This design comes from an exercise in tuning for small area on the open sky130 flow, not from production work. Function was checked by simulation only, so behaviour that the tests miss may differ from the original. Power is estimated from default activity; no workload was simulated.

==> flow/design.v <==
package bf_word_pkg;
   localparam int BUCKET_BITS = 4;
   localparam int NUM_BUCKETS = 12;
   localparam int EPOCH_BITS  = 8;
   localparam int TAG_BITS    = 16;
   localparam int ADDR_BITS   = 19;
   localparam int VEC_BITS   = NUM_BUCKETS * BUCKET_BITS;
   localparam int WORD_BITS  = VEC_BITS + EPOCH_BITS + TAG_BITS;   
   localparam int EPOCH_LSB  = TAG_BITS;
   localparam int BUCKET_LSB = TAG_BITS + EPOCH_BITS;
   typedef logic [BUCKET_BITS-1:0] bucket_t;
   typedef logic [VEC_BITS-1:0]    bucket_vec_t;    
   typedef logic [EPOCH_BITS-1:0]  epoch_t;
   typedef logic [TAG_BITS-1:0]    tag_t;
   typedef logic [ADDR_BITS-1:0]   sram_addr_t;
   typedef logic [WORD_BITS-1:0]   sram_word_t;
endpackage
package bf_ctrl_pkg;
   typedef logic req_kind_t;
   localparam logic KIND_INSERT = 1'b1;
   typedef enum logic [1:0] {
      SCRUB_RD,
      SCRUB_WR,
      REQ_RD,
      REQ_WR
   } engine_state_e;
endpackage
`timescale 1ns/100ps
module epoch_timer (
   input  logic                clk,
   input  logic                rst,
   output bf_word_pkg::epoch_t epoch
);
   localparam logic [10:0] START = 11'h001;
   localparam logic [10:0] LAST  = 11'h6ea;
   logic [10:0] lfsr;
   logic        last;
   assign last = (lfsr == LAST);
   always_ff @(posedge clk) begin
      if (rst || last)
         lfsr <= START;
      else
         lfsr <= {lfsr[9:0], lfsr[10] ^ lfsr[8]};
   end
   always_ff @(posedge clk) begin
      if (rst)
         epoch <= '0;
      else if (last)
         epoch <= epoch + 1'b1;
   end
endmodule
`timescale 1ns/100ps
module small_fifo #(
   parameter int AW = 19
) (
   input  logic          clk,
   input  logic          rst,
   input  logic [2*AW:0] din,
   input  logic          wr_en,
   input  logic          rd_en,
   input  logic          head_adv,
   input  logic          hsel,
   output logic [AW-1:0] addr,
   output logic          kind,
   output logic          empty,
   output logic          ready
);
   logic [2*AW:0] mem [7];
   logic [2:0]    wr_p;
   logic [2:0]    rd_p;
   logic [6:0]    wr_oh;
   logic [6:0]    rd_oh;
   always_comb for (int i = 0; i < 7; i++) begin
      wr_oh[i] = (wr_p == 3'(i));
      rd_oh[i] = (rd_p == 3'(i));
   end
   logic [2:0]    count;
   logic          do_wr;
   assign ready = (count != 3'd7);
   assign empty = (count == 3'd0);
   assign do_wr = wr_en && ready;
   always_comb begin
      addr = '0;
      kind = 1'b0;
      for (int i = 0; i < 7; i++) begin
         addr = addr | (mem[i][AW-1:0] & {AW{rd_oh[i] && !hsel}})
                     | (mem[i][2*AW-1:AW] & {AW{rd_oh[i] && hsel}});
         kind = kind | (mem[i][2*AW] && rd_oh[i]);
      end
   end
   always_ff @(posedge clk) begin
      for (int i = 0; i < 7; i++)
         if (do_wr && wr_oh[i])
            mem[i] <= din;
   end
   always_ff @(posedge clk) begin
      if (rst) begin
         wr_p <= '0;
         rd_p <= '0;
         count <= '0;
      end else begin
         if (do_wr)
            wr_p <= (wr_p == 3'd6) ? 3'd0 : wr_p + 1'b1;
         if (head_adv)
            rd_p <= (rd_p == 3'd6) ? 3'd0 : rd_p + 1'b1;
         case ({do_wr, rd_en})
            2'b10:   count <= count + 1'b1;
            2'b01:   count <= count - 1'b1;
            default: count <= count;
         endcase
      end
   end
endmodule
`timescale 1ns/100ps
module bucket_update (
   input  logic [47:0] vec,
   input  logic [3:0]  age,
   input  logic        clr,
   input  logic        do_op,
   input  logic        kind,
   output logic [47:0] result
);
   logic [3:0]  p [12];
   logic [3:0]  m [12];
   logic [3:0]  r [12];
   logic [11:0] nz, en;
   logic        c0, c4, c8;
   logic [3:0]  f;
   logic        rm, ins;
   assign rm  = do_op && !kind;
   assign ins = do_op && kind;
   assign c0  = !clr && age[3:2] == 2'b00;
   assign c4  = !clr && age[2];
   assign c8  = !clr && age[3];
   assign f   = 4'b0001 << age[1:0];
   always_comb begin
      for (int i = 0; i < 12; i++) nz[i] = vec[i*4 +: 4] != 4'd0;
      for (int i = 0; i < 12; i++) begin
         logic [3:0] v;
         v = vec[i*4 +: 4];
         en[i] = rm && nz[i];
         for (int k = i + 1; k < 12; k++) en[i] = en[i] && !nz[k];
         p[i][0] = v[0] ^ en[i];
         p[i][1] = v[1] ^ (en[i] && !v[0]);
         p[i][2] = v[2] ^ (en[i] && !v[0] && !v[1]);
         p[i][3] = v[3] && !(en[i] && !v[0] && !v[1] && !v[2]);
      end
      for (int j = 0; j < 12; j++) begin
         m[j] = f[0] ? p[j] : 4'd0;
         if (j + 1 < 12) m[j] = m[j] | (f[1] ? p[j+1] : 4'd0);
         if (j + 2 < 12) m[j] = m[j] | (f[2] ? p[j+2] : 4'd0);
         if (j + 3 < 12) m[j] = m[j] | (f[3] ? p[j+3] : 4'd0);
      end
      for (int j = 0; j < 12; j++) begin
         r[j] = c0 ? m[j] : 4'd0;
         if (j + 4 < 12) r[j] = r[j] | (c4 ? m[j+4] : 4'd0);
         if (j + 8 < 12) r[j] = r[j] | (c8 ? m[j+8] : 4'd0);
      end
      if (ins)
         r[11] = (clr || age != 4'd0) ? 4'd1 : (vec[47:44] == 4'hf) ? 4'hf : vec[47:44] + 1'b1;
      for (int j = 0; j < 12; j++) result[j*4 +: 4] = r[j];
   end
endmodule
`timescale 1ns/100ps
module bf_engine (
   input  logic        clk,
   input  logic        rst,
   input  logic        req_empty,
   input  logic        data_avail,
   output logic        take,
   output logic        do_op,
   output logic        req_pop,
   output logic        head_adv,
   output logic        hsel,
   output logic        sram_rd_req,
   output logic        sram_wr_req,
   output logic        addr_is_req,
   output logic [9:0]  scrub_addr
);
   localparam logic [1:0] SCRUB_RD = 2'd0;
   localparam logic [1:0] SCRUB_WR = 2'd1;
   localparam logic [1:0] REQ_RD   = 2'd2;
   localparam logic [1:0] REQ_WR   = 2'd3;
   logic [1:0] state;
   logic [2:0] cnt;
   logic       rd_is_req;
   logic       wr_is_req;
   logic [9:0] wp;    
   logic [2:0] rj;    
   assign addr_is_req = sram_rd_req ? rd_is_req : wr_is_req;
   assign scrub_addr  = wp + {7'd0, rj};
   assign do_op     = (state == REQ_WR);
   assign take      = state[0] && data_avail;
   assign req_pop   = do_op && data_avail && hsel;
   assign rd_is_req = do_op;    
   assign head_adv  = sram_wr_req && wr_is_req && hsel;
   always_ff @(posedge clk)
      wr_is_req <= do_op;
   always_ff @(posedge clk) begin
      if (rst) begin
         state       <= SCRUB_RD;
         cnt         <= '0;
         hsel        <= 1'b0;
         sram_rd_req <= 1'b0;
         sram_wr_req <= 1'b0;
         rj          <= '0;
         wp          <= '0;
      end else begin
         sram_rd_req <= !state[0];
         sram_wr_req <= take;
         if (sram_rd_req && !rd_is_req)
            rj <= (rj == 3'd5) ? 3'd0 : rj + 1'b1;
         if (sram_wr_req && !wr_is_req)
            wp <= wp + 1'b1;
         if (sram_wr_req && wr_is_req)
            hsel <= !hsel;
         case (state)
            SCRUB_RD: begin
               if (cnt == 3'd5) begin
                  cnt   <= '0;
                  state <= SCRUB_WR;
               end else begin
                  cnt <= cnt + 1'b1;
               end
            end
            SCRUB_WR: begin
               if (take) begin
                  if (cnt == 3'd5) begin
                     cnt   <= '0;
                     state <= req_empty ? SCRUB_RD : REQ_RD;
                  end else begin
                     cnt <= cnt + 1'b1;
                  end
               end
            end
            REQ_RD: state <= REQ_WR;
            default: begin
               if (take)
                  state <= hsel ? SCRUB_RD : REQ_RD;
            end
         endcase
      end
   end
endmodule
`timescale 1ns/100ps
module bf_top #(
   parameter int TABLE_DEPTH  = 1024,
   parameter int EPOCH_CYCLES = 2032,
   parameter int SCRUB_BATCH  = 6
) (
   input  logic                    clk,
   input  logic                    rst,
   input  logic                    req_valid,
   input  bf_ctrl_pkg::req_kind_t  req_kind,
   input  bf_word_pkg::sram_addr_t req_hash0,
   input  bf_word_pkg::sram_addr_t req_hash1,
   output logic                    req_ready,
   output logic                    sram_rd_req,
   output bf_word_pkg::sram_addr_t sram_rd_addr,
   input  bf_word_pkg::sram_word_t sram_rd_data,
   input  logic                    sram_rd_vld,
   output logic                    sram_wr_req,
   output bf_word_pkg::sram_addr_t sram_wr_addr,
   output bf_word_pkg::sram_word_t sram_wr_data
);
   logic [7:0]  epoch;
   logic [7:0]  epoch_q;      
   logic        req_empty;
   logic        req_pop;
   logic        head_adv;
   logic        head_kind;
   logic        hsel;
   logic [18:0] req_addr;
   logic        take, do_op, addr_is_req;
   logic [9:0]  scrub_addr;
   logic [18:0] addr;
   logic [7:0]  age_in;
   logic [3:0]  code_in;
   logic [52:0] dl [1:4];
   logic [4:1]  pend;
   logic [4:1]  sel;
   logic [52:0] word;
   logic [3:0]  age;
   logic [47:0] result;
   logic [47:0] wr_vec;
   epoch_timer u_timer (
      .clk   (clk),
      .rst   (rst),
      .epoch (epoch)
   );
   small_fifo req_queue (
      .clk      (clk),
      .rst      (rst),
      .din      ({req_kind, req_hash1, req_hash0}),
      .wr_en    (req_valid),
      .rd_en    (req_pop),
      .head_adv (head_adv),
      .hsel     (hsel),
      .addr     (req_addr),
      .kind     (head_kind),
      .empty    (req_empty),
      .ready    (req_ready)
   );
   bf_engine u_engine (
      .clk         (clk),
      .rst         (rst),
      .req_empty   (req_empty),
      .data_avail  (pend != 4'd0),
      .take        (take),
      .do_op       (do_op),
      .req_pop     (req_pop),
      .head_adv    (head_adv),
      .hsel        (hsel),
      .sram_rd_req (sram_rd_req),
      .sram_wr_req (sram_wr_req),
      .addr_is_req (addr_is_req),
      .scrub_addr  (scrub_addr)
   );
   assign sel[4] = pend[4];
   assign sel[3] = pend[3] && !pend[4];
   assign sel[2] = pend[2] && pend[4:3] == 2'd0;
   assign sel[1] = pend[4:2] == 3'd0;
   assign word   = sel[4] ? dl[4] : sel[3] ? dl[3] : sel[2] ? dl[2] : dl[1];
   assign age_in  = epoch - sram_rd_data[23:16];
   assign code_in = (age_in < 8'd12) ? age_in[3:0] : (age_in == 8'hff) ? 4'hf : 4'hc;
   always_ff @(posedge clk) begin
      dl[1] <= {sram_rd_data[71:24], code_in, epoch[0]};
      dl[2] <= dl[1];
      dl[3] <= dl[2];
      dl[4] <= dl[3];
   end
   always_ff @(posedge clk) begin
      if (rst) begin
         pend <= '0;
      end else begin
         pend[1] <= sram_rd_vld;
         pend[2] <= pend[1] && !(take && sel[1]);
         pend[3] <= pend[2] && !(take && sel[2]);
         pend[4] <= pend[3] && !(take && sel[3]);
      end
   end
   assign age = word[4:1] + {3'd0, word[0] ^ epoch[0]};
   bucket_update u_update (
      .vec    (word[52:5]),
      .age    (age),
      .clr    (age[3] && age[2]),
      .do_op  (do_op),
      .kind   (head_kind),
      .result (result)
   );
   always_ff @(posedge clk) begin
      wr_vec  <= result;
      epoch_q <= epoch;
   end
   assign addr         = addr_is_req ? req_addr : {9'd0, scrub_addr};
   assign sram_rd_addr = addr;
   assign sram_wr_addr = addr;
   assign sram_wr_data = {wr_vec, epoch_q, addr[15:0]};
endmodule
==> flow/flow/run.sh <==
#!/bin/bash
# Own layout flow: the standard layout (standard.sh, all steps), with
# three changes:
#  - synthesis runs the standard flow's own script (synth_recipe.tcl) unchanged except that
#    ABC maps the logic with an area-oriented script (flow/abc_area.script)
#    in place of ORFS's speed script; the registers are mapped as before;
#  - the port buffers that global placement inserts use the smallest buffer,
#    sky130_fd_sc_hd__buf_1 (ORFS variable BUFFER_PORTS_ARGS);
#  - clock tree synthesis inserts no dummy loads, uses clkbuf_8 and clusters
#    of at most 16 sinks within 50 um (ORFS variable CTS_ARGS).
# make's full output goes to standard.log here; ORFS's per-step logs are in
# orfs/logs/.
set -euo pipefail
here=$(pwd)
{
  cat <<'TCL'
# synth_recipe.tcl with ABC's -script replaced by $::env(MY_ABC_SCRIPT)
proc abc {args} {
  set i [lsearch -exact $args -script]
  if { $i >= 0 } {
    set args [lreplace $args $i [expr {$i + 1}] -script $::env(MY_ABC_SCRIPT)]
  }
  yosys abc {*}$args
}
TCL
  cat "$here/synth_recipe.tcl"
} > "$here/my_synth.tcl"
export MY_ABC_SCRIPT="$here/flow/abc_area.script"
export BUFFER_PORTS_ARGS="-buffer_cell sky130_fd_sc_hd__buf_1"
export CTS_ARGS="-sink_clustering_enable -repair_clock_nets -dont_use_dummy_load -buf_list sky130_fd_sc_hd__clkbuf_8 -sink_clustering_size 16 -sink_clustering_max_diameter 50"
bash standard.sh "SYNTH_SCRIPT=$here/my_synth.tcl" finish > standard.log 2>&1
==> flow/flow/abc_area.script <==
strash
&get -n
&deepsyn -T 60
&put
dch -f
map -a
strash
dch -f
map -a
topo
==> flow/standard.sh <==
#!/bin/bash
# synth_recipe.tcl (not shown) runs the flow's synth.tcl, then flattens the netlist and writes it again
# the make line also repeats each setting of config.mk as NAME=value (left out here)
make -C /OpenROAD-flow-scripts/flow DESIGN_CONFIG=/design/flow/config.mk WORK_HOME=/design/flow/orfs CLKGATE_MAP_FILE= SYNTH_SCRIPT=/design/flow/synth_recipe.tcl "${@:-finish}"
==> flow/config.mk <==
export PLATFORM = sky130hd
export DESIGN_NAME = bf_top
export DESIGN_NICKNAME = bf_top
export VERILOG_FILES = /design/flow/design.v
export SDC_FILE = /design/flow/constraint.sdc
export NUM_CORES = 4
export LEC_CHECK = 0
export CAP_MARGIN = 20
export CORE_MARGIN = 2
export CORE_UTILIZATION = 70
export SLEW_MARGIN = 20
==> flow/constraint.sdc <==
create_clock -name core_clock -period 10.0 [get_ports {clk}]
set_input_delay 2.0000 -clock core_clock [delete_from_list [all_inputs] [get_ports {clk}]]
set_output_delay 2.0000 -clock core_clock [all_outputs]
set_load 0.01 [all_outputs]
==> results of run 1 <==
[state kept, by name, summed over array words and instances (netlist names)]
register / flops
u_timer.epoch: 8
u_engine.sram_rd_req: 1
u_engine.state: 2
wr_vec: 48
pend: 4
u_engine.wp: 10
req_queue.count: 3
u_engine.cnt: 3
u_engine.wr_is_req: 1
dl: 211
epoch_q: 8
req_queue.mem: 273
u_timer.lfsr: 11
u_engine.rj: 3
req_queue.wr_p: 3
req_queue.rd_p: 3
u_engine.hsel: 1
u_engine.sram_wr_req: 1
[metrics by stage]
stage	std cells	hold slack, ns	area [sq um]	util (%)
3_3_place_gp	2300	0.3335	22520	75.59
5_1_grt	2347	0.2928	23160	77.73
6_report	2349	0.2870	23160	77.74
2_1_floorplan	1706	0.3259	21240	-
3_5_place_dp	2300	0.3345	22520	75.59
4_1_cts	2346	0.2908	23160	77.72
[final timing paths]
check                                           to  slack, ns                from
worst max-delay path            wr_vec[47]$_DFF_P_       3.02  pend[3]$_SDFF_PP0_
worst max register to register  wr_vec[47]$_DFF_P_       3.02  pend[3]$_SDFF_PP0_
worst min register to register   dl[4][47]$_DFF_P_       0.29   dl[3][47]$_DFF_P_
worst min-delay path             dl[4][47]$_DFF_P_       0.29   dl[3][47]$_DFF_P_
[routing by layer]
layer,GRT usage (%),vias up,routed length [um]
li1,-,6821,-
met1,41.18,7128,19790
met2,54.60,766,25060
met3,5.797,151,4519
met4,15.55,2,2115
met5,0,-,16
[worst max-delay path, stage by stage (launching register included)]
cell and delay [ns]:
dfxtp_1 0.32, nor2_1 0.63, clkinv_1 0.27, nor2_2 0.16, clkinv_1 0.73, o22ai_1 0.37, nor2_1 0.08, ha_1 0.22
ha_1 0.22, xor2_1 0.18, nor2_1 0.61, clkinv_1 0.98, nor2_1 0.98, clkinv_1 0.53, a2111oi_0 0.47
[kinds of logic after synthesis]
kind of cell | Yosys count | share of synthesized area (%)
DFF | 594 | 68.86
AOI/OAI and AO/OA | 430 | 14.81
and+or+nand+nor | 409 | 8.125
buffers and inverters | 205 | 4.260
adders and majority gates | 58 | 3.523
xor gates and xnor gates | 9 | 0.3712
muxes | 1 | 0.04714
[report_power, final]
part,switching [mW],leakage (nW),internal [mW]
Clock,0.690,0.331,0.412
Sequential,0.0374,5.15,2.64
Combinational,0.236,2.58,0.105
[cell type report]
class                      instances  share of cell area, %
sequential                       594                  63.13
clock buffer                      46                  2.733
tap                              390                  2.107
multi-input combinational        907                  24.90
timing repair buffer             240                  4.359
inverter                         169                  2.738
antenna                            3                0.03241
[layout by cell type (no fill, tap or decap), drive strengths merged, types with 3 or more instances in the layout]
master,synthesis,final
edfxtp,273,273
and3,5,5
diode,0,3
nand4,16,16
nand2,145,145
a31oi,12,12
o22a,15,15
nor3,30,30
a22oi,120,120
nor3b,3,3
ha,55,55
a2111oi,3,3
a221oi,54,54
xor2,7,7
a32o,9,9
buf,36,240
a211oi,8,8
o221ai,28,28
or2,3,3
o21ai,34,34
o211ai,4,4
a22o,10,10
fa,3,3
o22ai,53,53
clkinv,169,169
nor4,5,5
a21oi,56,56
dfxtp,321,321
nor2,156,156
a41oi,10,10
a32oi,5,5
clkbuf,0,46
nand3,44,44
==> results.cfg, run 1 <==
[clocking]
cts_root_buf = clkbuf_8
ctsHoldBuffers = 0
clock_latency_ns = 0.62
cts.sinks = 594
cts_made_buffers = 46
clkTransAtPathRegs_ns = 0.09
tritoncts = yes
htree_levels = 2
cts_buffer_depth = 3
cts_setup_buffers = 0
ctsResizeCount = 0

[timing]
relSlewSlack_pct = 35.83
worst_pin_slew_ns = 0.9602
setup_tns_ns = 0
drv_slew = 0
setup_viol = 0
timing.fmax_mhz = 143.3
rsz0062_at_grt = false
timing.final.crit_period_ns = 6.979
hold_violations = 0
skew_ns = 0.07646
setup_slack_ns = 3.021
fin_crit_sh_pct = 69.79

[floorplan]
coreArea_sq_um = 29800
die_w_um = 178.2
start_util_pct = 71.27
die_y_um = 178.2
io_pins = 228
fp-row-count = 63
die_area_sq_um = 31750

[setup_path]
critPathKind = register to register
cp-end-kind = register
required_ns = 10.41
cp.arrival_ns = 7.39
cp-start-kind = register
cp_max_fo = 30
worstRegToRegCells = 14

[grt]
grt_pass1_vias = 14590
grt_pass1_wl_um = 78230
grt_max_degree = 40
grt_use_total_pct = 32.51
grt_overflow = 0
antenna_found_initial = 2

[worst_hold_path]
min_path_type = register to register
hold_path_depth = 0

[synthesis]
synth_area_sq_um = 21240
synth_cell_type_count = 41
synth_seq_cells = 594
synth_top_cell_by_area = edfxtp_1
ys_top_cells_by_area = edfxtp_1 (39%), dfxtp_1 (30%), a22oi_1 (4.2%), ha_1 (3.2%), clkinv_1 (3.0%)
synth_edf_count = 273
synthCells = 1706
synth_common_cells = dfxtp_1 (321), edfxtp_1 (273), clkinv_1 (169)
syn_nets = 1879
synthDominantCellAreaShare_pct = 38.60
async_flop_share_pct = 0
yosysMostFrequentCell = dfxtp_1
ys_seq_area_share_pct = 68.86
syn_avg_cell_area_sq_um = 12.45
yosysWarnings = 10
ys.flop_type = dfxtp_1

[final_layout]
multiInputGateArea_sq_um = 5768
layout-drive-gt1-share_pct = 6.033
seqCellArea_sq_um = 14620
num-fill-cells = 1929
area_growth_pct = 9.079
nNetsFinal = 2131

[place]
globalplace.congestion = 0.9359
place_ws_ns = 3.418
post-dp-hpwl_um = 32820
io_buffers = 211

[run]
max_cap_viol_count = 0

[drt]
postRouteAntennaNets = 0
first_pass_iters = 5
totalWireLength_um = 51500
drtIter0Drc = 1463
vias = 14870
remaining_drc_errors = 0
viasPerCell = 6.330
routedWlPerCell_um = 21.92

[power]
max-vdd-ir-drop_mv = 0.1610
pwr_density_cell_nw_per_um2 = 177.7
p_total_mw = 4.116
leakagePower_nw = 8.060

[outcome]
status = no timing/DRC/antenna violations
==> inputs of run 2 (changes only) <==
--- a/flow/flow/run.sh
+++ b/flow/flow/run.sh
@@ -29,3 +29,3 @@
 export BUFFER_PORTS_ARGS="-buffer_cell sky130_fd_sc_hd__buf_1"
-export CTS_ARGS="-sink_clustering_enable -repair_clock_nets -dont_use_dummy_load -buf_list sky130_fd_sc_hd__clkbuf_8 -sink_clustering_size 16 -sink_clustering_max_diameter 50"
+export CTS_ARGS="-sink_clustering_enable -repair_clock_nets -dont_use_dummy_load -buf_list sky130_fd_sc_hd__clkbuf_16 -sink_clustering_size 30 -sink_clustering_max_diameter 70"
 bash standard.sh "SYNTH_SCRIPT=$here/my_synth.tcl" finish > standard.log 2>&1
==> results.cfg, run 2 <==
[drt]
vias = 15130
routedWlPerCell_um = 22.63
remaining_drc_errors = 0
drtIter0Drc = 1541
viasPerCell = 6.287
postRouteAntennaNets = 0
first_pass_iters = 6
totalWireLength_um = 54460

[timing]
drv_slew = 0
fin_crit_sh_pct = 63.90
worst_pin_slew_ns = 1.000
setup_viol = 0
rsz0062_at_grt = false
timing.fmax_mhz = 156.5
relSlewSlack_pct = 32.60
skew_ns = 0.07931
setup_tns_ns = 0
timing.final.crit_period_ns = 6.390
hold_violations = 0

[place]
io_buffers = 211
globalplace.congestion = 0.9782
placed_area_sq_um = 22680
post-dp-hpwl_um = 35410
place_inst = 2378

[worst_hold_path]
min_to = dl[2][44]$_DFF_P_
hold_path_depth = 0
hold_start = dl[1][44]$_DFF_P_
min_path_type = register to register

[clocking]
cts_root_buf = clkbuf_16
cts_made_buffers = 27
ctsHoldBuffers = 0
clkTransAtPathRegs_ns = 0.10
tritoncts = yes
ctsResizeCount = 0
clock_latency_ns = 0.59
htree_levels = 1
cts_buffer_depth = 3
cts.sinks = 594
cts_setup_buffers = 0

[floorplan]
die_w_um = 178.8
coreArea_sq_um = 29870
die_area_sq_um = 31960
start_util_pct = 71.58
io_pins = 228
die_y_um = 178.8
fp-row-count = 63

[synthesis]
synthCells = 1784
yosysMostFrequentCell = dfxtp_1
synth_area_sq_um = 21380
synth_cell_type_count = 43
synth_seq_cells = 594
synth_common_cells = dfxtp_1 (321), edfxtp_1 (273), nand2_1 (219)
ys_top_cells_by_area = edfxtp_1 (38%), dfxtp_1 (30%), a22oi_1 (3.9%), nand2_1 (3.8%), ha_1 (3.2%)
yosysWarnings = 10
synth_edf_count = 273
ys_seq_area_share_pct = 68.39
async_flop_share_pct = 0
synthDominantCellAreaShare_pct = 38.34
syn_nets = 1957
ys.flop_type = dfxtp_1
syn_avg_cell_area_sq_um = 11.99
synth_top_cell_by_area = edfxtp_1

[final_layout]
most-common-layout-cells = dfxtp_1 (321), edfxtp_1 (273), nand2_1 (219), buf_1 (211), clkinv_1 (179)
stdcell_count = 2407
largest_reg_flops = 273
reg_top3 = req_queue.mem (273), dl (211), wr_vec (48)
layout-drive-gt1-share_pct = 4.963
nNetsFinal = 2190
layout_commonest_cell = dfxtp_1
area_growth_pct = 9.251
stdcell_area_sq_um = 23360
regMostFlops = req_queue.mem
num-fill-cells = 1866

[setup_path]
r2r-end = wr_vec[15]$_DFF_P_
cp-end-kind = register
cp-start-kind = register
r2r-start = pend[4]$_SDFF_PP0_
required_ns = 10.44
critPathKind = register to register
rrSetupSlack_ns = 3.61
cp_max_fo = 35
worstRegToRegCells = 17
cp.arrival_ns = 6.83

[grt]
grt_overflow = 0
grt_use_total_pct = 33.99
grt_max_degree = 40
antenna_found_initial = 1
grt_pass1_wl_um = 81420
grt_pass1_vias = 14720

[run]
max_cap_viol_count = 0

[power]
p_total_mw = 4.181
max-vdd-ir-drop_mv = 0.2215
leakagePower_nw = 8.159
pwr_density_cell_nw_per_um2 = 179.0

[outcome]
status = no timing/DRC/antenna violations
==> run 2: cell count changes after synthesis, sizes merged, moves of 14 or more <==
cell	before	now
o21ai	34	58
nand4	16	32
nand2	145	219
o22ai	53	39
a221oi	54	32
==> run 2: cell families (layout without fill, tap and decap cells) <==
group	Yosys count	after routing	share of synthesized area [%]
fa+ha+maj	58	58	3.499
xor+xnor	9	9	0.3686
simple gates	497	497	9.643
buf+inv	215	446	4.406
other cells	0	2	0
flops	594	594	68.39
compound gates	407	407	13.50
mux	4	4	0.1873
==> run 2: per-stage QoR <==
| step | worst slack, ns | hold WS (ns) | util, % |
|---|---|---|---|
| 2_1_floorplan | 4.149 | 0.3308 | - |
| 3_3_place_gp | 3.865 | 0.3341 | 75.92 |
| 3_5_place_dp | 3.916 | 0.3370 | 75.92 |
| 4_1_cts | 3.817 | 0.2731 | 78.18 |
| 5_1_grt | 3.107 | 0.2740 | 78.18 |
| 6_report | 3.610 | 0.2859 | 78.20 |
==> run 2: worst max-delay path by stage <==
| stage | start | endpoint | slack [ns] | cells after the start |
|---|---|---|---|---|
| after CTS | pend[4]$_SDFF_PP0_ | wr_vec[15]$_DFF_P_ | 3.82 | 17 |
| after global routing | pend[4]$_SDFF_PP0_ | wr_vec[10]$_DFF_P_ | 3.11 | 16 |
| after global placement | pend[4]$_SDFF_PP0_ | wr_vec[10]$_DFF_P_ | 3.87 | 16 |
| final | pend[4]$_SDFF_PP0_ | wr_vec[15]$_DFF_P_ | 3.61 | 17 |
| after floorplan | pend[4]$_SDFF_PP0_ | wr_vec[0]$_DFF_P_ | 4.15 | 17 |
| after detailed placement | pend[4]$_SDFF_PP0_ | wr_vec[15]$_DFF_P_ | 3.92 | 17 |
==> run 2: power by group <==
| part | switching, mW | internal (mW) |
|---|---|---|
| sequential | 0.0362 | 2.63 |
| clock | 0.670 | 0.481 |
| combinational | 0.256 | 0.104 |
==> run 2: layout make-up <==
| class | count | area [sq um] | share of cell area, % |
|---|---|---|---|
| Sequential cell | 594 | 14620 | 62.60 |
| Multi-Input combinational cell | 975 | 5887 | 25.20 |
| Timing Repair Buffer | 240 | 1010 | 4.322 |
| Clock buffer | 27 | 675.6 | 2.892 |
| Inverter | 179 | 671.9 | 2.876 |
| Tap cell | 390 | 488.0 | 2.089 |
| Antenna cell | 2 | 5.005 | 0.02142 |
==> run 2: routing by layer <==
layer	global-route usage [%]	vias to the layer above	wire, um
li1	-	6926	-
met1	42.70	7241	20140
met3	4.665	164	4518
met2	58.91	803	27130
met5	0	-	0
met4	15.35	0	2679
==> run 2: worst max-delay path, cell delays in order (launching register included) <==
cell and delay [ns]:
dfxtp_1 0.31, buf_4 0.25, nor2_1 0.39, clkinv_1 0.22, nor2_2 0.15, clkinv_1 0.66, o22ai_1 0.36, nor2_1 0.09
ha_1 0.22, ha_1 0.89, clkinv_1 0.55, nor2_1 0.45, clkinv_1 0.40, nor2_1 0.57, clkinv_1 0.32, o22ai_1 0.18
a221oi_1 0.07, o221ai_1 0.15
==> inputs of run 3 (changes only) <==
--- a/flow/design.v
+++ b/flow/design.v
@@ -31,3 +31,4 @@
    input  logic                rst,
-   output bf_word_pkg::epoch_t epoch
+   output bf_word_pkg::epoch_t epoch,
+   output logic [10:0]         lfsr
 );
@@ -35,3 +36,2 @@
    localparam logic [10:0] LAST  = 11'h6ea;
-   logic [10:0] lfsr;
    logic        last;
@@ -266,3 +266,5 @@
    logic [7:0]  epoch;
+   logic [10:0] lfsr;
    logic [7:0]  epoch_q;      
+   logic [3:0]  since;        
    logic        req_empty;
@@ -278,6 +280,6 @@
    logic [3:0]  code_in;
-   logic [52:0] dl [1:4];
+   logic [51:0] dl [1:4];
    logic [4:1]  pend;
    logic [4:1]  sel;
-   logic [52:0] word;
+   logic [51:0] word;
    logic [3:0]  age;
@@ -288,4 +290,9 @@
       .rst   (rst),
-      .epoch (epoch)
+      .epoch (epoch),
+      .lfsr  (lfsr)
    );
+   assign since[0] = lfsr == 11'd1;
+   assign since[1] = since[0] || lfsr == 11'd2;
+   assign since[2] = since[1] || lfsr == 11'd4;
+   assign since[3] = since[2] || lfsr == 11'd8;
    small_fifo req_queue (
@@ -326,3 +333,3 @@
    always_ff @(posedge clk) begin
-      dl[1] <= {sram_rd_data[71:24], code_in, epoch[0]};
+      dl[1] <= {sram_rd_data[71:24], code_in};
       dl[2] <= dl[1];
@@ -341,5 +348,5 @@
    end
-   assign age = word[4:1] + {3'd0, word[0] ^ epoch[0]};
+   assign age = word[3:0] + {3'd0, (sel & since) != 4'd0};
    bucket_update u_update (
-      .vec    (word[52:5]),
+      .vec    (word[51:4]),
       .age    (age),
--- a/flow/flow/run.sh
+++ b/flow/flow/run.sh
@@ -29,3 +29,3 @@
 export BUFFER_PORTS_ARGS="-buffer_cell sky130_fd_sc_hd__buf_1"
-export CTS_ARGS="-sink_clustering_enable -repair_clock_nets -dont_use_dummy_load -buf_list sky130_fd_sc_hd__clkbuf_16 -sink_clustering_size 30 -sink_clustering_max_diameter 70"
+export CTS_ARGS="-sink_clustering_enable -repair_clock_nets -dont_use_dummy_load -buf_list sky130_fd_sc_hd__clkbuf_8 -sink_clustering_size 16 -sink_clustering_max_diameter 50"
 bash standard.sh "SYNTH_SCRIPT=$here/my_synth.tcl" finish > standard.log 2>&1
--- a/flow/config.mk
+++ b/flow/config.mk
@@ -10,2 +10,3 @@
 export CORE_UTILIZATION = 70
+export GPL_TIMING_DRIVEN = 0
 export SLEW_MARGIN = 20
==> results.cfg, run 3 <==
[drt]
viasPerCell = 6.410
drt-met1-wl_um = 20310
routed.top_layer = met5
remaining_drc_errors = 0
totalWireLength_um = 54100
drtIter0Drc = 1494
wl_met3_um = 4646
routedWlPerCell_um = 22.49
first_pass_iters = 6
vias = 15420
postRouteAntennaNets = 0
wl_met2_um = 26790

[clocking]
cts_made_buffers = 47
clkTransAtPathRegs_ns = 0.09
ctsHoldBuffers = 0
htree_levels = 2
ctsResizeCount = 0
tritoncts = yes
cts_buffer_depth = 3
cts_root_buf = clkbuf_8
cts_setup_buffers = 0
clock_latency_ns = 0.61
cts.sinks = 591

[run]
max_cap_viol_count = 0

[final_layout]
area_growth_pct = 11.71
utilization_pct = 79.63
most-common-layout-cells = dfxtp_1 (317), edfxtp_1 (273), buf_1 (210), nand2_1 (191), clkinv_1 (163)
layout-drive-gt1-share_pct = 7.295
layout_commonest_cell = dfxtp_1
reg_top3 = req_queue.mem (273), dl (208), wr_vec (48)
largest_reg_flops = 273
regMostFlops = req_queue.mem
seqCellArea_sq_um = 14570
stdcell_count = 2406
multiInputGateArea_sq_um = 5937
nNetsFinal = 2190
num-fill-cells = 1800

[setup_path]
r2r-end = wr_vec[3]$_DFF_P_
r2r-start = pend[4]$_SDFF_PP0_
cp-start-kind = register
cp_max_fo = 16
worstRegToRegCells = 18
critPathKind = register to primary output
required_ns = 8.00
cp-end-kind = primary output
cp.arrival_ns = 5.12
rrSetupSlack_ns = 2.97

[worst_hold_path]
min_path_type = register to register
hold_start = dl[3][45]$_DFF_P_
min_to = dl[4][45]$_DFF_P_
hold_path_depth = 0

[synthesis]
yosysMostFrequentCell = dfxtp_1
ys_seq_area_share_pct = 68.57
yosysWarnings = 10
synth_edf_count = 273
ys_top_cells_by_area = edfxtp_1 (39%), dfxtp_1 (30%), a22oi_1 (4.5%), nand2_1 (3.4%), ha_1 (3.2%)
synth_seq_cells = 591
syn_nets = 1905
synthDominantCellAreaShare_pct = 38.60
async_flop_share_pct = 0
synthCells = 1732
synth_cell_type_count = 39
synth_top_cell_by_area = edfxtp_1
ys.flop_type = dfxtp_1
synth_area_sq_um = 21240
syn_avg_cell_area_sq_um = 12.26
synth_common_cells = dfxtp_1 (318), edfxtp_1 (273), nand2_1 (191)

[timing]
hold_violations = 0
drv_slew = 0
fin_crit_sh_pct = 71.16
fin_hold_ws_ns = 0.2954
setup_viol = 0
worst_pin_slew_ns = 1.103
timing.fmax_mhz = 140.5
relSlewSlack_pct = 26.22
skew_ns = 0.06490
rsz0062_at_grt = false
setup_tns_ns = 0
setup_slack_ns = 2.884
timing.final.crit_period_ns = 7.116

[place]
place_ws_ns = 3.168
io_buffers = 211
globalplace.congestion = 0.9567
post-dp-hpwl_um = 36430
place_inst = 2358

[floorplan]
die_area_sq_um = 31750
die_y_um = 178.2
fp-row-count = 63
coreArea_sq_um = 29800
start_util_pct = 71.28
io_pins = 228
die_w_um = 178.2

[grt]
grt_overflow = 0
antenna_found_initial = 2
grt_max_degree = 56
grt_use_total_pct = 33.71
grt_pass1_vias = 14820
grt_pass1_wl_um = 80850

[power]
pwr_density_cell_nw_per_um2 = 175.1
leakagePower_nw = 8.326
max-vdd-ir-drop_mv = 0.1533

[outcome]
status = no timing/DRC/antenna violations
run 3: worst max-delay path, cell delays in order, from the launching register on:
cell,delay [ns]
dfxtp_1,0.37
clkinv_1,0.16
nor2_1,0.43
nor2_1,0.21
a21oi_2,0.72
clkinv_1,1.04
a221oi_1,0.59
nand4_1,0.19
a221oi_1,0.23
a32oi_1,0.23
buf_4,0.21
buf_1,0.12
run 3: per-layer routing:
metal  vias to the layer above  global-route usage [%]
met3                       175                   5.392
met4                         2                   16.19
li1                       6928                       -
met1                      7394                   42.61
met2                       924                   57.17
met5                         -                       0
run 3: final cells by class:
cell class                      instances  share of cell area (%)
Antenna cell                            1                 0.01055
Buffer                                 35                   1.107
Clock buffer                           47                   2.726
Inverter                              163                   2.579
Multi-Input combinational cell        943                   25.02
Sequential cell                       591                   61.40
Tap cell                              390                   2.057
Timing Repair Buffer                  236                   5.099
run 3: logic make-up after synthesis:
kind of cell,count (synthesis),synth area share (%)
AOI/OAI and AO/OA,423,14.36
muxes,3,0.1414
xor gates and xnor gates,11,0.4536
DFF,591,68.57
and+or+nand+nor,448,8.831
adders and majority gates,58,3.523
buffers and inverters,198,4.118
run 3: worst max-delay path by stage:
stage                                        start           endpoint  slack, ns  cells past startpoint
detailed placement              pend[4]$_SDFF_PP0_  wr_vec[3]$_DFF_P_       3.17                     18
floorplan                       pend[4]$_SDFF_PP0_  wr_vec[3]$_DFF_P_       3.70                     17
finish              u_engine.state[0]$_SDFFE_PP0P_    sram_wr_addr[5]       2.88                     11
global placement                pend[4]$_SDFF_PP0_  wr_vec[3]$_DFF_P_      -0.61                     17
CTS                 u_engine.state[0]$_SDFFE_PP0P_    sram_wr_addr[5]       3.03                     11
global route                    pend[4]$_SDFF_PP0_  wr_vec[3]$_DFF_P_       2.58                     18
run 3: power breakdown:
group	internal, mW	switching [mW]	total, mW
logic	0.124	0.250	0.374
registers	2.62	0.0384	2.66
clock network	0.421	0.699	1.12
total	3.17	0.988	4.16
run 3: per-stage QoR:
step,instance area (sq um),power (mW)
2_1_floorplan,21240,2.921
3_3_place_gp,22520,3.061
3_5_place_dp,23080,3.082
4_1_cts,23720,4.157
5_1_grt,23730,4.283
6_report,23730,4.156
==> inputs of run 4 (changes only) <==
--- a/flow/config.mk
+++ b/flow/config.mk
@@ -9,4 +9,3 @@
 export CORE_MARGIN = 2
-export CORE_UTILIZATION = 70
-export GPL_TIMING_DRIVEN = 0
+export CORE_UTILIZATION = 80
 export SLEW_MARGIN = 20
==> results.cfg, run 4 <==
[outcome]
status = no timing/DRC/antenna violations

[drt]
first_pass_iters = 6
drtIter0Drc = 2379
routedWlPerCell_um = 25.64
postRouteAntennaNets = 0
remaining_drc_errors = 0
totalWireLength_um = 59310
viasPerCell = 7.018
vias = 16230

[clocking]
cts_made_buffers = 45
htree_levels = 2
tritoncts = yes
cts_setup_buffers = 0
clkTransAtPathRegs_ns = 0.10
ctsHoldBuffers = 0
clock_latency_ns = 0.62
cts_buffer_depth = 3
cts.sinks = 591
cts_root_buf = clkbuf_8
ctsResizeCount = 0

[synthesis]
ys_top_cells_by_area = edfxtp_1 (39%), dfxtp_1 (30%), a22oi_1 (4.5%), nand2_1 (3.4%), ha_1 (3.2%)
synth_edf_count = 273
yosysWarnings = 10
syn_avg_cell_area_sq_um = 12.26
yosysMostFrequentCell = dfxtp_1
synth_common_cells = dfxtp_1 (318), edfxtp_1 (273), nand2_1 (191)
synthDominantCellAreaShare_pct = 38.60
ys.flop_type = dfxtp_1
synth_top_cell_by_area = edfxtp_1
syn_nets = 1905
synth_area_sq_um = 21240
synthCells = 1732
synth_cell_type_count = 39
async_flop_share_pct = 0
synth_seq_cells = 591
ys_seq_area_share_pct = 68.57

[grt]
busiest_layer = met2
met3_usage_pct = 8.365
grt_max_degree = 56
use_met1_pct = 49.50
grt_pass1_vias = 16430
grt_overflow = 0
antenna_found_initial = 1
grt_pass1_wl_um = 89780
gr-usage-met2_pct = 71.41
grt_use_total_pct = 41.92

[setup_path]
critPathKind = register to primary output
critPathLaunch = req_queue.rd_p[1]$_SDFFE_PP0P_
cp-end-kind = primary output
cp.arrival_ns = 4.57
r2r-start = pend[4]$_SDFF_PP0_
cp-start-kind = register
cp_max_fo = 10
required_ns = 8.00

[worst_hold_path]
hold_start = dl[2][35]$_DFF_P_
min_path_type = register to register

[final_layout]
num-fill-cells = 1080
reg_top3 = req_queue.mem (273), dl (208), wr_vec (48)
layout_commonest_cell = dfxtp_1
utilization_pct = 88.61
regMostFlops = req_queue.mem
area_growth_pct = 8.719
largest_reg_flops = 273
most-common-layout-cells = dfxtp_1 (317), edfxtp_1 (273), buf_1 (211), nand2_1 (191), clkinv_1 (163)
stdcell_area_sq_um = 23090
nNetsFinal = 2152
layout-drive-gt1-share_pct = 5.159

[timing]
setup_viol = 0
drv_slew = 0
fin_crit_sh_pct = 65.74
relSlewSlack_pct = 21.84
timing.fmax_mhz = 152.1
skew_ns = 0.08217
setup_tns_ns = 0
timing.final.crit_period_ns = 6.574
setup_slack_ns = 3.426
rsz0062_at_grt = false
hold_violations = 0
worst_pin_slew_ns = 1.168

[power]
p_total_mw = 4.135
max-vdd-ir-drop_mv = 0.2166
leakagePower_nw = 8.050
pwr_density_cell_nw_per_um2 = 179.1

[floorplan]
die_w_um = 166.9
start_util_pct = 81.50
die_area_sq_um = 27870
coreArea_sq_um = 26060
io_pins = 228
die_y_um = 166.9
fp-row-count = 59

[place]
place_ws_ns = 3.803
post-dp-hpwl_um = 36940
io_buffers = 211
globalplace.congestion = 0.9356
placed_area_sq_um = 22460

[run]
max_cap_viol_count = 0
run 4: cell counts after synthesis:
Identical to the previous run, type by type.
run 4: critical path: stages (launching register included):
cell      delay [ns]
dfxtp_1         0.43
clkinv_1        0.12
nor2_1          0.54
clkinv_1        0.26
nor2_1          0.21
clkinv_1        0.18
nor2_1          0.91
buf_4           0.39
a22oi_1         0.15
o2111a_1        0.15
a41oi_1         0.37
buf_1           0.24
run 4: layout make-up:
cell class | instances | area [sq um] | area share (%)
diodes | 1 | 2.502 | 0.01084
clock buffers | 45 | 619.3 | 2.682
inverters | 163 | 611.8 | 2.650
multi-input cells | 943 | 5901 | 25.55
flip-flops and latches | 591 | 14570 | 63.08
well taps | 335 | 419.2 | 1.815
repair buffers | 235 | 972.2 | 4.210
run 4: final timing paths:
| path | end | slack, ns | cells after the start |
|---|---|---|---|
| hold reg to reg | dl[3][35]$_DFF_P_ | 0.30 | 0 |
| setup / recovery | sram_rd_addr[0] | 3.43 | 11 |
| hold / removal | dl[3][35]$_DFF_P_ | 0.30 | 0 |
| setup reg to reg | wr_vec[3]$_DFF_P_ | 3.63 | 19 |
run 4: per-layer routing:
layer  routed length, um  up-vias  part of all wire, %
li1                    -     6863                    -
met1               19890     7589                   34
met2               28900     1436                   49
met3                6731      344                   11
met4                3793        0                  6.4
met5                   0        -                    0
run 4: power by group:
group	internal, mW	switching (mW)	total, mW	leakage, nW
sequential	2.62	0.0414	2.67	5.13
clock	0.404	0.704	1.11	0.324
combinational	0.106	0.256	0.361	2.60
run 4: kinds of logic (layout without fill, tap and decap cells):
kind of cell	after synthesis	in the layout	share of synthesized area (%)
AND/OR/NAND/NOR	448	448	8.831
other	0	1	0
buffers and inverters	198	443	4.118
XOR/XNOR	11	11	0.4536
flip-flops	591	591	68.57
adder cells (fa/ha/maj)	58	58	3.523
multiplexers	3	3	0.1414
AO/OA/AOI/OAI	423	423	14.36
run 4: per-stage QoR:
step / hold WS, ns / cells
2_1_floorplan: 0.3308 / 1732
6_report: 0.3038 / 2313
5_1_grt: 0.3079 / 2312
3_5_place_dp: 0.3359 / 2266
4_1_cts: 0.3207 / 2311
3_3_place_gp: 0.3332 / 2266
==> inputs of run 5 (changes only) <==
--- a/flow/config.mk
+++ b/flow/config.mk
@@ -9,3 +9,3 @@
 export CORE_MARGIN = 2
-export CORE_UTILIZATION = 80
+export CORE_UTILIZATION = 70
 export SLEW_MARGIN = 20
==> results.cfg, run 5 <==
[outcome]
status = no timing/DRC/antenna violations

[clocking]
clkTransAtPathRegs_ns = 0.09
ctsResizeCount = 0
tritoncts = yes
cts_made_buffers = 46
clock_latency_ns = 0.61
htree_levels = 2
cts_root_buf = clkbuf_8
cts_buffer_depth = 3
cts.sinks = 591
cts_setup_buffers = 0
ctsHoldBuffers = 0

[setup_path]
path_cells = clkinv_1 > nor2_4 > buf_4 > a22oi_1 > nand2_1 > ha_1 > xnor2_1 > clkinv_1 > nor2_1 > clkinv_1 > nor2_1 > clkinv_1 > a211oi_1 > a211oi_1 > o221ai_1
critPathKind = register to register
cpMostUsedCell = clkinv_1
slowest_delay_ns = 0.93
cp_max_fo = 45
cp-start-kind = register
cp-end-kind = register
required_ns = 10.47
r2r-start = pend[2]$_SDFF_PP0_
crit_slowest_cell = clkinv_1
cp.arrival_ns = 7.00
critPathLaunch = pend[2]$_SDFF_PP0_

[power]
p_total_mw = 4.112
p_clk_share_pct = 26.8
pwr_density_cell_nw_per_um2 = 177.5
max-vdd-ir-drop_mv = 0.1724
internal-power_mw = 3.141
switching_share_pct = 23.62
pwr-share-comb_pct = 8.5
p_seq_share_pct = 64.7
power.switching_uw = 971.5
leakagePower_nw = 8.052

[synthesis]
yosysMostFrequentCell = dfxtp_1
synth_edf_count = 273
synthDominantCellAreaShare_pct = 38.60
synth_top_cell_by_area = edfxtp_1
async_flop_share_pct = 0
ys_seq_area_share_pct = 68.57
ys_top_cells_by_area = edfxtp_1 (39%), dfxtp_1 (30%), a22oi_1 (4.5%), nand2_1 (3.4%), ha_1 (3.2%)
synth_common_cells = dfxtp_1 (318), edfxtp_1 (273), nand2_1 (191)
ys.flop_type = dfxtp_1
synthCells = 1732
yosysWarnings = 10
synth_seq_cells = 591
synth_area_sq_um = 21240
syn_nets = 1905
synth_cell_type_count = 39
syn_avg_cell_area_sq_um = 12.26

[timing]
worst_pin_slew_ns = 1.113
timing.fmax_mhz = 153.1
hold_violations = 0
drv_slew = 0
relSlewSlack_pct = 25.49
fin_crit_sh_pct = 65.34
timing.final.crit_period_ns = 6.534
setup_viol = 0
skew_ns = 0.05428
setup_tns_ns = 0
rsz0062_at_grt = false

[final_layout]
nNetsFinal = 2152
area_growth_pct = 9.061
layout-drive-gt1-share_pct = 5.159
layout_commonest_cell = dfxtp_1
reg_top3 = req_queue.mem (273), dl (208), wr_vec (48)
largest_reg_flops = 273
most-common-layout-cells = dfxtp_1 (317), edfxtp_1 (273), buf_1 (211), nand2_1 (191), clkinv_1 (163)
num-fill-cells = 1919
regMostFlops = req_queue.mem
diodes = 0

[floorplan]
fp-row-count = 63
start_util_pct = 71.28
die_y_um = 178.2
die_area_sq_um = 31750
die_w_um = 178.2
coreArea_sq_um = 29800
io_pins = 228

[worst_hold_path]
min_path_type = register to register
hold_start = dl[3][45]$_DFF_P_

[drt]
viasPerCell = 6.346
drtIter0Drc = 1489
remaining_drc_errors = 0
postRouteAntennaNets = 0
totalWireLength_um = 52040
first_pass_iters = 5
vias = 15020
routedWlPerCell_um = 21.98

[run]
max_cap_viol_count = 0

[grt]
antenna_found_initial = 2
grt_pass1_wl_um = 79780
grt_pass1_vias = 14580
grt_overflow = 0
grt_max_degree = 55
grt_use_total_pct = 32.99

[place]
io_buffers = 211
globalplace.congestion = 0.9464
post-dp-hpwl_um = 33880
## run 5: cell counts after synthesis
Identical to the previous run, type by type.
## run 5: final cells by class
| class | instances | area (sq um) | share of cell area (%) |
|---|---|---|---|
| clock buffers | 46 | 633.1 | 2.733 |
| inverters | 163 | 611.8 | 2.641 |
| multi-input cells | 943 | 5901 | 25.47 |
| flip-flops and latches | 591 | 14570 | 62.88 |
| well taps | 390 | 488.0 | 2.107 |
| repair buffers | 234 | 964.7 | 4.165 |
## run 5: per-stage QoR
stage / std cells / worst slack [ns] / util [%] / hold slack (ns) / instance area (sq um)
after global routing: 2367 / 3.064 / 77.74 / 0.3208 / 23160
after floorplan: 1732 / 3.697 / - / 0.3308 / 21240
after CTS: 2367 / 3.634 / 77.74 / 0.3178 / 23160
after detailed placement: 2321 / 3.708 / 75.62 / 0.3368 / 22530
final: 2367 / 3.466 / 77.74 / 0.3266 / 23160
after global placement: 2321 / 3.703 / 75.62 / 0.3336 / 22530
## run 5: power groups by stage
stage                     combinational (mW)  clock [mW]  sequential [mW]
after global placement                 0.341           0             2.71
after floorplan                        0.207           0             2.71
after global routing                   0.380        1.20             2.67
final                                  0.350        1.10             2.66
after detailed placement               0.343           0             2.71
after CTS                              0.345        1.11             2.66
## run 5: final timing paths
check                       to  slack [ns]  cells past startpoint
min          dl[4][45]$_DFF_P_        0.33                      0
max          wr_vec[3]$_DFF_P_        3.47                     15
min reg2reg  dl[4][45]$_DFF_P_        0.33                      0
max reg2reg  wr_vec[3]$_DFF_P_        3.47                     15
## run 5: kinds of logic after synthesis
kind of cell               Yosys count  synth area share, %
xor gates and xnor gates            11               0.4536
DFF                                591                68.57
buffers and inverters              198                4.118
AOI/OAI and AO/OA                  423                14.36
muxes                                3               0.1414
adders and majority gates           58                3.523
and+or+nand+nor                    448                8.831
## run 5: layer usage
layer,wire [um],track usage (%),part of all wire (%),vias to the layer above
met2,25770,56.85,50,845
met5,13,0,0.025,-
met3,4695,5.264,9.0,136
met4,1813,12.43,3.5,2
met1,19750,42.33,38,7167
li1,-,-,-,6872
## run 5: critical path: cells and delay by family, from the launching register on
family / cells / cell delay (ns)
buffers and inverters: 5 / 2.75
AO/OA/AOI/OAI: 4 / 0.78
XOR/XNOR: 1 / 0.18
flip-flops: 1 / 0.69
adder cells (fa/ha/maj): 1 / 0.16
AND/OR/NAND/NOR: 4 / 1.83
==> inputs of run 6 (changes only) <==
--- a/flow/config.mk
+++ b/flow/config.mk
@@ -7,5 +7,5 @@
 export LEC_CHECK = 0
-export CAP_MARGIN = 20
+export CAP_MARGIN = 5
 export CORE_MARGIN = 2
 export CORE_UTILIZATION = 70
-export SLEW_MARGIN = 20
+export SLEW_MARGIN = 5
==> results.cfg, run 6 <==
[outcome]
status = no timing/DRC/antenna violations

[synthesis]
synth_cell_type_count = 39
ys_top_cells_by_area = edfxtp_1 (39%), dfxtp_1 (30%), a22oi_1 (4.5%), nand2_1 (3.4%), ha_1 (3.2%)
ys.flop_type = dfxtp_1
synth_top_cell_by_area = edfxtp_1
synthDominantCellAreaShare_pct = 38.60
syn_avg_cell_area_sq_um = 12.26
synth_seq_cells = 591
synthCells = 1732
synth_area_sq_um = 21240
synth_edf_count = 273
yosysMostFrequentCell = dfxtp_1
async_flop_share_pct = 0
ys_seq_area_share_pct = 68.57
syn_nets = 1905
yosysWarnings = 10
synth_common_cells = dfxtp_1 (318), edfxtp_1 (273), nand2_1 (191)

[grt]
antenna_found_initial = 2
grt_overflow = 0
grt_max_degree = 55
grt_use_total_pct = 32.99
grt_pass1_vias = 14580
grt_pass1_wl_um = 79780

[setup_path]
worstRegToRegCells = 15
cp-start-kind = register
critPathKind = register to register
r2r-end = wr_vec[3]$_DFF_P_
cp-end-kind = register
required_ns = 10.47
rrSetupSlack_ns = 3.47
r2r-start = pend[2]$_SDFF_PP0_
cp.arrival_ns = 7.00
cp_max_fo = 45

[worst_hold_path]
min_path_type = register to register
min_to = dl[4][45]$_DFF_P_
hold_start = dl[3][45]$_DFF_P_
hold_path_depth = 0

[final_layout]
regMostFlops = req_queue.mem
most-common-layout-cells = dfxtp_1 (317), edfxtp_1 (273), buf_1 (211), nand2_1 (191), clkinv_1 (163)
reg_top3 = req_queue.mem (273), dl (208), wr_vec (48)
nNetsFinal = 2152
layout_commonest_cell = dfxtp_1
num-fill-cells = 1919
utilization_pct = 77.74
diodes = 0
layout-drive-gt1-share_pct = 5.159
area_growth_pct = 9.061
largest_reg_flops = 273

[drt]
viasPerCell = 6.346
drtIter0Drc = 1489
first_pass_iters = 5
vias = 15020
totalWireLength_um = 52040
routedWlPerCell_um = 21.98
remaining_drc_errors = 0
postRouteAntennaNets = 0

[timing]
timing.fmax_mhz = 153.1
setup_viol = 0
setup_tns_ns = 0
rsz0062_at_grt = false
relSlewSlack_pct = 25.49
hold_violations = 0
worst_pin_slew_ns = 1.113
timing.final.crit_period_ns = 6.534
drv_slew = 0
skew_ns = 0.05428
fin_crit_sh_pct = 65.34

[clocking]
tritoncts = yes
clkTransAtPathRegs_ns = 0.09
ctsResizeCount = 0
cts_root_buf = clkbuf_8
ctsHoldBuffers = 0
cts.sinks = 591
clock_latency_ns = 0.61
cts_setup_buffers = 0
cts_buffer_depth = 3
cts_made_buffers = 46
htree_levels = 2

[power]
p_total_mw = 4.112
leakagePower_nw = 8.052
max-vdd-ir-drop_mv = 0.1724
pwr_density_cell_nw_per_um2 = 177.5

[place]
post-dp-hpwl_um = 33880
globalplace.congestion = 0.9464
io_buffers = 211

[floorplan]
die_w_um = 178.2
coreArea_sq_um = 29800
die_area_sq_um = 31750
start_util_pct = 71.28
die_y_um = 178.2
io_pins = 228
fp-row-count = 63

[run]
max_cap_viol_count = 0
[run 6: cell counts after synthesis]
Identical to the previous run, type by type.
[run 6: area by class of cell]
class	instances	area, sq um	area share [%]
clock buffer	46	633.1	2.733
tap	390	488.0	2.107
multi-input combinational	943	5901	25.47
timing repair buffer	234	964.7	4.165
sequential	591	14570	62.88
inverter	163	611.8	2.641
[run 6: where the power goes]
group	internal (mW)	total, mW	leakage (nW)	switching [mW]
clock	0.412	1.10	0.331	0.691
combinational	0.106	0.350	2.59	0.244
sequential	2.62	2.66	5.13	0.0363
[run 6: logic make-up after synthesis]
logic type | Yosys count | share of synthesized area, %
xor gates and xnor gates | 11 | 0.4536
buffers and inverters | 198 | 4.118
muxes | 3 | 0.1414
AOI/OAI and AO/OA | 423 | 14.36
adders and majority gates | 58 | 3.523
DFF | 591 | 68.57
and+or+nand+nor | 448 | 8.831
[run 6: worst max-delay path by stage]
stage,start,to,slack [ns],cells past startpoint
6_report,pend[2]$_SDFF_PP0_,wr_vec[3]$_DFF_P_,3.47,15
3_5_place_dp,pend[2]$_SDFF_PP0_,wr_vec[3]$_DFF_P_,3.71,15
3_3_place_gp,pend[2]$_SDFF_PP0_,wr_vec[3]$_DFF_P_,3.70,15
5_1_grt,pend[2]$_SDFF_PP0_,wr_vec[3]$_DFF_P_,3.06,15
4_1_cts,pend[2]$_SDFF_PP0_,wr_vec[3]$_DFF_P_,3.63,15
2_1_floorplan,pend[4]$_SDFF_PP0_,wr_vec[3]$_DFF_P_,3.70,17
[run 6: metal layers]
layer	wire, um	part of all wire, %	GRT usage [%]	vias up
li1	-	-	-	6872
met1	19750	38	42.33	7167
met2	25770	50	56.85	845
met3	4695	9.0	5.264	136
met4	1813	3.5	12.43	2
met5	13	0.025	0	-
[run 6: through the flow]
stage	setup WS (ns)	cells	hold slack, ns	instance area [sq um]
after global placement	3.703	2321	0.3336	22530
after floorplan	3.697	1732	0.3308	21240
after CTS	3.634	2367	0.3178	23160
after detailed placement	3.708	2321	0.3368	22530
final	3.466	2367	0.3266	23160
after global routing	3.064	2367	0.3208	23160
[run 6: critical path, cell delays in order, from the launching register on]
cell      delay (ns)
dfxtp_1         0.69
clkinv_1        0.66
nor2_4          0.26
buf_4           0.48
a22oi_1         0.14
nand2_1         0.14
ha_1            0.16
xnor2_1         0.18
clkinv_1        0.11
nor2_1          0.73
clkinv_1        0.93
nor2_1          0.70
clkinv_1        0.57
a211oi_1        0.47
a211oi_1        0.08
o221ai_1        0.09
==> inputs of run 7 (changes only) <==
--- a/flow/flow/run.sh
+++ b/flow/flow/run.sh
@@ -29,3 +29,3 @@
 export BUFFER_PORTS_ARGS="-buffer_cell sky130_fd_sc_hd__buf_1"
-export CTS_ARGS="-sink_clustering_enable -repair_clock_nets -dont_use_dummy_load -buf_list sky130_fd_sc_hd__clkbuf_8 -sink_clustering_size 16 -sink_clustering_max_diameter 50"
+export CTS_ARGS="-sink_clustering_enable -repair_clock_nets -dont_use_dummy_load -buf_list sky130_fd_sc_hd__clkbuf_4 -sink_clustering_size 8 -sink_clustering_max_diameter 35"
 bash standard.sh "SYNTH_SCRIPT=$here/my_synth.tcl" finish > standard.log 2>&1
--- a/flow/config.mk
+++ b/flow/config.mk
@@ -7,5 +7,5 @@
 export LEC_CHECK = 0
-export CAP_MARGIN = 5
+export CAP_MARGIN = 20
 export CORE_MARGIN = 2
 export CORE_UTILIZATION = 70
-export SLEW_MARGIN = 5
+export SLEW_MARGIN = 20
==> results.cfg, run 7 <==
[place]
io_buffers = 211
globalplace.congestion = 0.9710
placed_area_sq_um = 22590
place_ws_ns = 3.949
post-dp-hpwl_um = 34970

[synthesis]
syn_nets = 1918
synth_edf_count = 273
synth_top_cell_by_area = edfxtp_1
synth_seq_cells = 591
ys.flop_type = dfxtp_1
yosysMostFrequentCell = dfxtp_1
synthCells = 1745
synth_common_cells = dfxtp_1 (318), edfxtp_1 (273), nand2_1 (185)
synthDominantCellAreaShare_pct = 38.45
ys_seq_area_share_pct = 68.30
async_flop_share_pct = 0
synth_cell_type_count = 41
yosysWarnings = 10
synth_area_sq_um = 21320
ys_top_cells_by_area = edfxtp_1 (38%), dfxtp_1 (30%), a22oi_1 (4.7%), nand2_1 (3.3%), ha_1 (3.2%)
syn_avg_cell_area_sq_um = 12.22

[setup_path]
cp_max_fo = 54
required_ns = 10.59
critPathLaunch = pend[4]$_SDFF_PP0_
r2r-start = pend[4]$_SDFF_PP0_
cp-end-kind = register
critPathKind = register to register
cp-start-kind = register
cp.arrival_ns = 6.84

[grt]
grt_max_degree = 55
antenna_found_initial = 5
grt_pass1_wl_um = 82650
grt_overflow = 0
grt_pass1_vias = 15630
grt_use_total_pct = 34.31

[timing]
skew_ns = 0.09243
timing.final.crit_period_ns = 6.255
setup_tns_ns = 0
rsz0062_at_grt = false
setup_slack_ns = 3.745
hold_violations = 0
drv_slew = 0
fin_crit_sh_pct = 62.55
timing.fmax_mhz = 159.9
worst_pin_slew_ns = 1.011
setup_viol = 0
relSlewSlack_pct = 32.34

[final_layout]
seqCellArea_sq_um = 14570
largest_reg_flops = 273
area_growth_pct = 9.201
multiInputGateArea_sq_um = 5919
nNetsFinal = 2209
most-common-layout-cells = dfxtp_1 (317), edfxtp_1 (273), buf_1 (211), nand2_1 (185), clkinv_1 (177)
reg_top3 = req_queue.mem (273), dl (208), wr_vec (48)
utilization_pct = 78.15
stdcell_area_sq_um = 23280
layout-drive-gt1-share_pct = 6.932
num-fill-cells = 1823
regMostFlops = req_queue.mem
layout_commonest_cell = dfxtp_1

[worst_hold_path]
min_path_type = register to register
hold_start = dl[2][34]$_DFF_P_

[clocking]
ctsHoldBuffers = 0
clock_latency_ns = 0.77
htree_levels = 3
ctsResizeCount = 0
cts.sinks = 591
tritoncts = yes
cts_made_buffers = 91
clkTransAtPathRegs_ns = 0.09
cts_root_buf = clkbuf_4
cts_buffer_depth = 3
cts_setup_buffers = 0

[floorplan]
io_pins = 228
die_w_um = 178.5
fp-row-count = 63
die_y_um = 178.5
coreArea_sq_um = 29800
start_util_pct = 71.56
die_area_sq_um = 31870

[drt]
totalWireLength_um = 54310
remaining_drc_errors = 0
first_pass_iters = 6
postRouteAntennaNets = 0
vias = 15550
viasPerCell = 6.407
drtIter0Drc = 1654
routedWlPerCell_um = 22.38

[power]
pwr_density_cell_nw_per_um2 = 177.6
p_total_mw = 4.136
leakagePower_nw = 8.147
max-vdd-ir-drop_mv = 0.1747

[run]
max_cap_viol_count = 0

[outcome]
status = no timing/DRC/antenna violations
==> run 7: changes by cell type in the layout (fill, tap and decap cells not counted), sizes merged, moves of 6 or more <==
cell	change
nor2	-7
a22oi	+6
nand2	-6
clkinv	+14
nand3	+8
a32o	+6
a221oi	+7
clkbuf	+45
o22ai	-12
==> run 7: cells by family (layout without fill, tap and decap cells) <==
logic type	Yosys count	after routing	share of synthesized area (%)
buffers and inverters	212	501	4.348
xor gates and xnor gates	11	11	0.4519
DFF	591	591	68.30
and+or+nand+nor	443	443	8.761
other	0	3	0
AOI/OAI and AO/OA	425	425	14.39
muxes	5	5	0.2347
adders and majority gates	58	58	3.509
==> run 7: routing by layer <==
layer,part of all wire [%],wire [um],track usage [%],up-vias
li1,-,-,-,7039
met1,37,20110,42.05,7373
met2,49,26630,57.71,939
met3,9.7,5260,7.268,195
met4,4.2,2282,17.41,4
met5,0.050,27,0,-
==> run 7: final cells by class <==
class | instances | area share (%)
sequential | 591 | 62.55
multi-input combinational | 942 | 25.42
timing repair buffer | 233 | 4.111
clock buffer | 91 | 2.934
inverter | 177 | 2.853
tap | 390 | 2.096
antenna | 3 | 0.03224
==> run 7: metrics by stage <==
stage | hold slack [ns] | instances
2_1_floorplan | 0.3308 | 1745
3_3_place_gp | 0.3332 | 2333
3_5_place_dp | 0.3352 | 2333
4_1_cts | 0.3121 | 2424
5_1_grt | 0.3135 | 2425
6_report | 0.3087 | 2427
==> run 7: critical path, cell delays in order (launching register included) <==
cell and delay [ns]:
dfxtp_2 0.31, buf_4 0.52, nor2_1 0.11, buf_4 0.25, clkinv_1 0.16, nor2_4 0.04, a211oi_1 0.21, a22oi_1 0.09
a2111oi_0 0.46, ha_1 0.30, ha_1 0.19, xnor2_1 0.17, clkinv_1 0.13, nor2_1 0.41, clkinv_1 0.64, nor2_1 0.68
clkinv_1 0.49, nor2_1 0.38, clkinv_1 0.24, o211ai_1 0.33
==> run 7: where the power goes <==
group	total [mW]	internal, mW	switching [mW]
Sequential	2.65	2.62	0.0365
Clock	1.14	0.417	0.720
Combinational	0.346	0.0993	0.247
==> run 7: path summary, 6_finish.rpt <==
kind	endpoint	slack (ns)	depth (start not counted)
max	wr_vec[13]$_DFF_P_	3.74	19
min reg2reg	dl[3][34]$_DFF_P_	0.31	0
min	dl[3][34]$_DFF_P_	0.31	0
max reg2reg	wr_vec[13]$_DFF_P_	3.74	19
==> inputs of run 8 (changes only) <==
--- a/flow/flow/run.sh
+++ b/flow/flow/run.sh
@@ -29,3 +29,3 @@
 export BUFFER_PORTS_ARGS="-buffer_cell sky130_fd_sc_hd__buf_1"
-export CTS_ARGS="-sink_clustering_enable -repair_clock_nets -dont_use_dummy_load -buf_list sky130_fd_sc_hd__clkbuf_4 -sink_clustering_size 8 -sink_clustering_max_diameter 35"
+export CTS_ARGS="-sink_clustering_enable -repair_clock_nets -dont_use_dummy_load -buf_list {sky130_fd_sc_hd__clkbuf_4 sky130_fd_sc_hd__clkbuf_8} -sink_clustering_size 12 -sink_clustering_max_diameter 45"
 bash standard.sh "SYNTH_SCRIPT=$here/my_synth.tcl" finish > standard.log 2>&1
==> results.cfg, run 8 <==
[outcome]
status = no timing/DRC/antenna violations

[synthesis]
synth_edf_count = 273
ys_seq_area_share_pct = 68.30
synth_seq_cells = 591
synth_area_sq_um = 21320
synthDominantCellAreaShare_pct = 38.45
synth_cell_type_count = 41
synth_top_cell_by_area = edfxtp_1
syn_nets = 1918

[floorplan]
die_w_um = 178.5
start_util_pct = 71.56
coreArea_sq_um = 29800
fp-row-count = 63

[place]
post-dp-hpwl_um = 34970
io_buffers = 211
globalplace.congestion = 0.9710

[timing]
setup_tns_ns = 0
worst_pin_slew_ns = 1.002
fin_crit_sh_pct = 62.13
rsz0062_at_grt = false
relSlewSlack_pct = 32.95
fin_hold_ws_ns = 0.2998
timing.final.crit_period_ns = 6.213

[power]
pwr_density_cell_nw_per_um2 = 181.0
leakagePower_nw = 8.145
p_clk_share_pct = 29.1
switching_share_pct = 23.75
internal-power_mw = 3.229

[grt]
grt_overflow = 0
grt_max_degree = 55

[final_layout]
most-common-layout-cells = dfxtp_1 (317), edfxtp_1 (273), buf_1 (211), nand2_1 (185), clkinv_1 (177)
area_growth_pct = 9.717
largest_reg_flops = 273
layout_commonest_cell = dfxtp_1
regMostFlops = req_queue.mem

[setup_path]
critPathKind = register to register
rrSetupSlack_ns = 3.79
crit_end = wr_vec[13]$_DFF_P_
critPathLaunch = pend[4]$_SDFF_PP0_
r2r-end = wr_vec[13]$_DFF_P_

[drt]
postRouteAntennaNets = 0
routedWlPerCell_um = 22.90
vias = 15380
viasPerCell = 6.429

[clocking]
cts_made_buffers = 58
cts_root_buf = clkbuf_8
cts_setup_buffers = 0
cts_buffer_depth = 3

[worst_hold_path]
hold_path_depth = 0
[run 8: worst min path at each step]
stage | start | to | slack (ns)
2_1_floorplan | dl[3][10]$_DFF_P_ | dl[4][10]$_DFF_P_ | 0.33
3_5_place_dp | dl[2][48]$_DFF_P_ | dl[3][48]$_DFF_P_ | 0.34
4_1_cts | dl[2][28]$_DFF_P_ | dl[3][28]$_DFF_P_ | 0.30
3_3_place_gp | dl[3][48]$_DFF_P_ | dl[4][48]$_DFF_P_ | 0.33
6_report | dl[2][28]$_DFF_P_ | dl[3][28]$_DFF_P_ | 0.30
5_1_grt | dl[2][28]$_DFF_P_ | dl[3][28]$_DFF_P_ | 0.30
[run 8: cell families after synthesis]
| family | after synthesis | share of synthesized area, % |
|---|---|---|
| compound gates | 425 | 14.39 |
| simple gates | 443 | 8.761 |
| fa+ha+maj | 58 | 3.509 |
| buf+inv | 212 | 4.348 |
| xor+xnor | 11 | 0.4519 |
| flops | 591 | 68.30 |
| mux | 5 | 0.2347 |
[run 8: power by group through the flow]
| stage | combinational, mW | clock, mW | sequential [mW] |
|---|---|---|---|
| global route | 0.378 | 1.32 | 2.66 |
| CTS | 0.341 | 1.24 | 2.65 |
| floorplan | 0.204 | 0 | 2.70 |
| global placement | 0.335 | 0 | 2.70 |
| finish | 0.348 | 1.23 | 2.65 |
| detailed placement | 0.338 | 0 | 2.71 |
[run 8: final cells by class]
class / instances / area (sq um) / area share, %
clock buffers: 58 / 798.3 / 3.412
multi-input cells: 942 / 5919 / 25.30
diodes: 1 / 2.502 / 0.01070
flip-flops and latches: 591 / 14570 / 62.26
well taps: 390 / 488.0 / 2.086
repair buffers: 233 / 957.2 / 4.091
inverters: 177 / 664.4 / 2.840
[run 8: critical path, cell delays in order, from the launching register on]
cell	delay, ns
dfxtp_2	0.32
buf_4	0.51
nor2_1	0.11
buf_4	0.25
clkinv_1	0.16
nor2_4	0.04
a211oi_1	0.21
a22oi_1	0.09
a2111oi_0	0.47
ha_1	0.28
ha_1	0.17
xnor2_1	0.17
clkinv_1	0.13
nor2_1	0.41
clkinv_1	0.62
nor2_1	0.67
clkinv_1	0.48
nor2_1	0.37
clkinv_1	0.24
o211ai_1	0.33
[run 8: through the flow]
stage / util, % / setup WS (ns) / std cells / total power [mW] / cell area, sq um
2_1_floorplan: - / 3.676 / 1745 / 2.907 / 21320
5_1_grt: 78.51 / 3.290 / 2391 / 4.364 / 23390
3_3_place_gp: 75.83 / 3.904 / 2333 / 3.037 / 22590
3_5_place_dp: 75.83 / 3.949 / 2333 / 3.046 / 22590
6_report: 78.52 / 3.787 / 2392 / 4.235 / 23390
4_1_cts: 78.51 / 3.838 / 2391 / 4.239 / 23390
[run 8: per-layer routing]
| layer | global-route usage (%) | vias to the layer above | part of all wire, % |
|---|---|---|---|
| li1 | - | 6943 | - |
| met1 | 42.37 | 7305 | 37 |
| met2 | 58.64 | 924 | 49 |
| met5 | 0 | - | 0.035 |
| met3 | 6.564 | 204 | 9.1 |
| met4 | 16.77 | 2 | 4.9 |

Check on run 8: ideal ports give 3.787 ns setup slack; a clkbuf_16 on the clock port and buf_2 on the inputs give 3.787 ns; moving port delays by the midpoint clock arrival (0.659 ns) as well gives 3.787 ns.
